Source: an optimization exercise on an open RTL-to-GDS flow (aim: small area). Production flows keep margins and buffers that such runs may drop. The RTL was checked by simulation tests, not by an equivalence proof against the original design.

Design pdm_capture_pipeline, start of the top module:
module pdm_capture_pipeline #(
  parameter int CHANNELS   = 4,
  parameter int CIC_ORDER  = 3,
  parameter int CIC_DELAY  = 1,
  parameter int ACC_WIDTH  = 32,
  parameter int PCM_WIDTH  = 16,
  parameter int FIFO_DEPTH = 8,
  localparam int CH_W  = (CHANNELS > 1) ? $clog2(CHANNELS) : 1,
  localparam int CNT_W = $clog2(FIFO_DEPTH) + 1
) (
  input  logic                 clk_i,
  input  logic                 rst_n_i,
  input  logic                 clk_en_i,
  input  logic                 pdm_i,
  input  logic                 pdm_valid_i,
  input  logic [CH_W-1:0]      pdm_channel_i,
  input  logic [6:0]           decimation_i,
  input  logic [4:0]           norm_shift_i,
  input  logic [15:0]          gain_i,
  output logic [PCM_WIDTH-1:0] pcm_o,
  output logic [CH_W-1:0]      pcm_channel_o,
  output logic                 pcm_valid_o,
  input  logic                 pcm_ready_i,
  output logic [CNT_W-1:0]     fifo_count_o,
  output logic                 overflow_o,
  input  logic                 clear_overflow_i
);
  localparam int AW  = CNT_W - 1;
  localparam int SW  = 22;   
  localparam int P2W = 20;   
  logic [SW-1:0]  r_y   [CHANNELS];
  logic [SW-1:0]  r_p1  [CHANNELS];
  logic [P2W-1:0] r_p2  [CHANNELS];
  logic [6:0]     r_cnt [CHANNELS];
  logic [CHANNELS-1:0] r_live;
  logic [CHANNELS-1:0] r_in_sel;
  logic            r_in_bit, w_in_valid;
  logic [6:0]      r_i, r_na;
  logic [CH_W-1:0] w_in_ch;
  logic            r_s2_valid, r_s3_valid, r_s4_valid;
  logic [SW-1:0]   r_s2_data;
  logic [15:0]     r_s3_data, r_s4_data;
  logic [CH_W-1:0] r_s2_ch, r_s3_ch, r_s4_ch;
  logic            w_done, w_nx, w_same, w_live;
  logic [6:0]      w_r, w_i1, w_cnt, w_i_nxt, w_na_nxt;
  logic [SW-1:0]   w_y, w_p1, w_sa, w_sb;
  logic [P2W-1:0]  w_p2, w_sc;
  ...
==> flow/config.mk <==
export PLATFORM = sky130hd
export DESIGN_NAME = pdm_capture_pipeline
export DESIGN_NICKNAME = pdm_capture_pipeline
export VERILOG_FILES = /design/flow/design.v
export SDC_FILE = /design/flow/constraint.sdc
export NUM_CORES = 4
export LEC_CHECK = 0
export ABC_AREA = 1
export CAP_MARGIN = 20
export CORE_MARGIN = 2
export CORE_UTILIZATION = 40
export CTS_BUF_LIST = sky130_fd_sc_hd__clkbuf_8
export CTS_CLUSTER_DIAMETER = 60
export CTS_CLUSTER_SIZE = 16
export SLEW_MARGIN = 20
export SYNTH_HIERARCHICAL = 1
export SYNTH_MINIMUM_KEEP_SIZE = 0
==> flow/constraint.sdc <==
create_clock -name core_clock -period 11.0 [get_ports {clk_i}]
set_input_delay 2.2000 -clock core_clock [delete_from_list [all_inputs] [get_ports {clk_i}]]
set_output_delay 2.2000 -clock core_clock [all_outputs]
set_load 0.01 [all_outputs]
standard.sh (not shown) runs the stock make flow with config.mk's settings and CLKGATE_MAP_FILE= SYNTH_SCRIPT=/design/flow/synth_recipe.tcl, a recipe that flattens the netlist after the stock synthesis.
==> flow/flow/run.sh <==
#!/bin/bash
# The standard layout (standard.sh: the standard synthesis, then ORFS to finish) with three
# changes:
#  - Yosys's ABC technology mapping uses flow/abc_area.script (area-oriented &nf mapping, with
#    no buffering or sizing: the layout's repair steps size and buffer the netlist); the
#    ORFS scripts are copied to scripts_area/ with only that file replaced;
#  - the port buffers that global placement inserts are the smallest buffer cell;
#  - clock tree synthesis inserts no dummy loads.
# Each make run's full output goes to its own log here; ORFS keeps each step's log under
# orfs/logs/.
set -euo pipefail
rm -rf scripts_area
cp -r "$FLOW_HOME/scripts" scripts_area
cp flow/abc_area.script scripts_area/abc_area.script
export BUFFER_PORTS_ARGS="-buffer_cell sky130_fd_sc_hd__buf_1"
export CTS_ARGS="-sink_clustering_enable -repair_clock_nets -sink_clustering_size 16 -sink_clustering_max_diameter 60 -buf_list sky130_fd_sc_hd__clkbuf_8 -dont_use_dummy_load"
bash standard.sh SCRIPTS_DIR="$PWD/scripts_area" synth > flow_synth.log 2>&1
bash standard.sh finish > flow_make.log 2>&1
==> flow/flow/abc_area.script <==
strash
&get -n
&st
&dch
&nf -R 200
&put
topo
stime -c
The starting point ran to the end with no violations.
Change:
--- a/flow/flow/run.sh
+++ b/flow/flow/run.sh
@@ -1,3 +1,3 @@
 #!/bin/bash
-# The standard layout (standard.sh: the standard synthesis, then ORFS to finish) with three
+# The standard layout (standard.sh: the standard synthesis, then ORFS to finish) with four
 # changes:
@@ -7,3 +7,4 @@
 #  - the port buffers that global placement inserts are the smallest buffer cell;
-#  - clock tree synthesis inserts no dummy loads.
+#  - clock tree synthesis inserts no dummy loads;
+#  - after global routing, power recovery downsizes cells on paths with slack to spare.
 # Each make run's full output goes to its own log here; ORFS keeps each step's log under
@@ -14,2 +15,3 @@
 cp flow/abc_area.script scripts_area/abc_area.script
+export RECOVER_POWER=100
 export BUFFER_PORTS_ARGS="-buffer_cell sky130_fd_sc_hd__buf_1"
After rerunning:
- With this change the flow reached the layout checks and failed them: max-capacitance violations, max-slew violations
- worst setup slack loses 0.019 ns
- first-iteration DRC count increases slightly
- cell area is lower slightly
- clock skew stays flat
- utilization shrinks by 0.17 points
- routed wire length is about the same
Change:
==> flow/flow/run.sh (replaced) <==
#!/bin/bash
# The standard layout (the standard.sh: standard synthesis, then ORFS to finish) with two
# changes: the port buffers that global placement inserts are the smallest buffer cell, and
# clock tree synthesis inserts no dummy loads. Make's full output goes to flow_make.log here;
# ORFS keeps each step's log under orfs/logs/.
set -euo pipefail
export BUFFER_PORTS_ARGS="-buffer_cell sky130_fd_sc_hd__buf_1"
export CTS_ARGS="-sink_clustering_enable -repair_clock_nets -sink_clustering_size 16 -sink_clustering_max_diameter 60 -buf_list sky130_fd_sc_hd__clkbuf_8 -dont_use_dummy_load"
bash standard.sh finish > flow_make.log 2>&1
- GPL_TIMING_DRIVEN: default -> 0
removed: flow/flow/abc_area.script
Outcome:
- Now the flow finished clean
- setup slack improved by 0.19 ns
- die area came out higher by 4.7%
- fmax grows by 1.8%
- design area grows by 3.6%
- sequential cell count does not change
- critical path depth is lower by 1
Change:
==> flow/flow/run.sh (replaced) <==
#!/bin/bash
# The standard layout (the standard.sh: standard synthesis, then ORFS to finish), with the
# port buffers that global placement inserts made the smallest buffer cell instead of the
# default choice. Make's full output goes to flow_make.log here; ORFS keeps each step's log
# under orfs/logs/.
set -euo pipefail
export BUFFER_PORTS_ARGS="-buffer_cell sky130_fd_sc_hd__buf_1"
bash standard.sh finish > flow_make.log 2>&1
- GPL_TIMING_DRIVEN: 0 -> default
- wire length shrinks by 5.7%
- worst hold slack gets worse by 0.0070 ns
- via count decreases by 3.3%
- synthesized cell count does not change

==> afterwards: timing with drivers on the ports <==
The flow's constraints put no driver on any port. The routed layouts listed below were extracted and timed again, unchanged, in two steps.
Step 1 assumes that a clkbuf_16 drives the clock port and a buf_2 every other input.
Step 2 adds t to the input delays and takes it off the output delays; t is the mean of the earliest and latest rising clock arrival at the registers after step 1. Input paths then give back, and output paths get back, about the clock's delay inside the block.
a / b / c = ideal ports / drivers / drivers and shift; a / b = the first two.
| run | t, ns | setup WS [ns] | worst slew at a driven data input, ns |
|---|---|---|---|
| the first run | 0.672 | 0.341 / 0.341 / 0.341 | 0.11 |
| the second run | 0.673 | 0.322 / 0.322 / 0.322 | 0.13 |
| the third run | 0.658 | 0.507 / 0.507 / 0.507 | 0.09 |
| the fourth run | 0.686 | 0.518 / 0.518 / 0.518 | 0.09 |
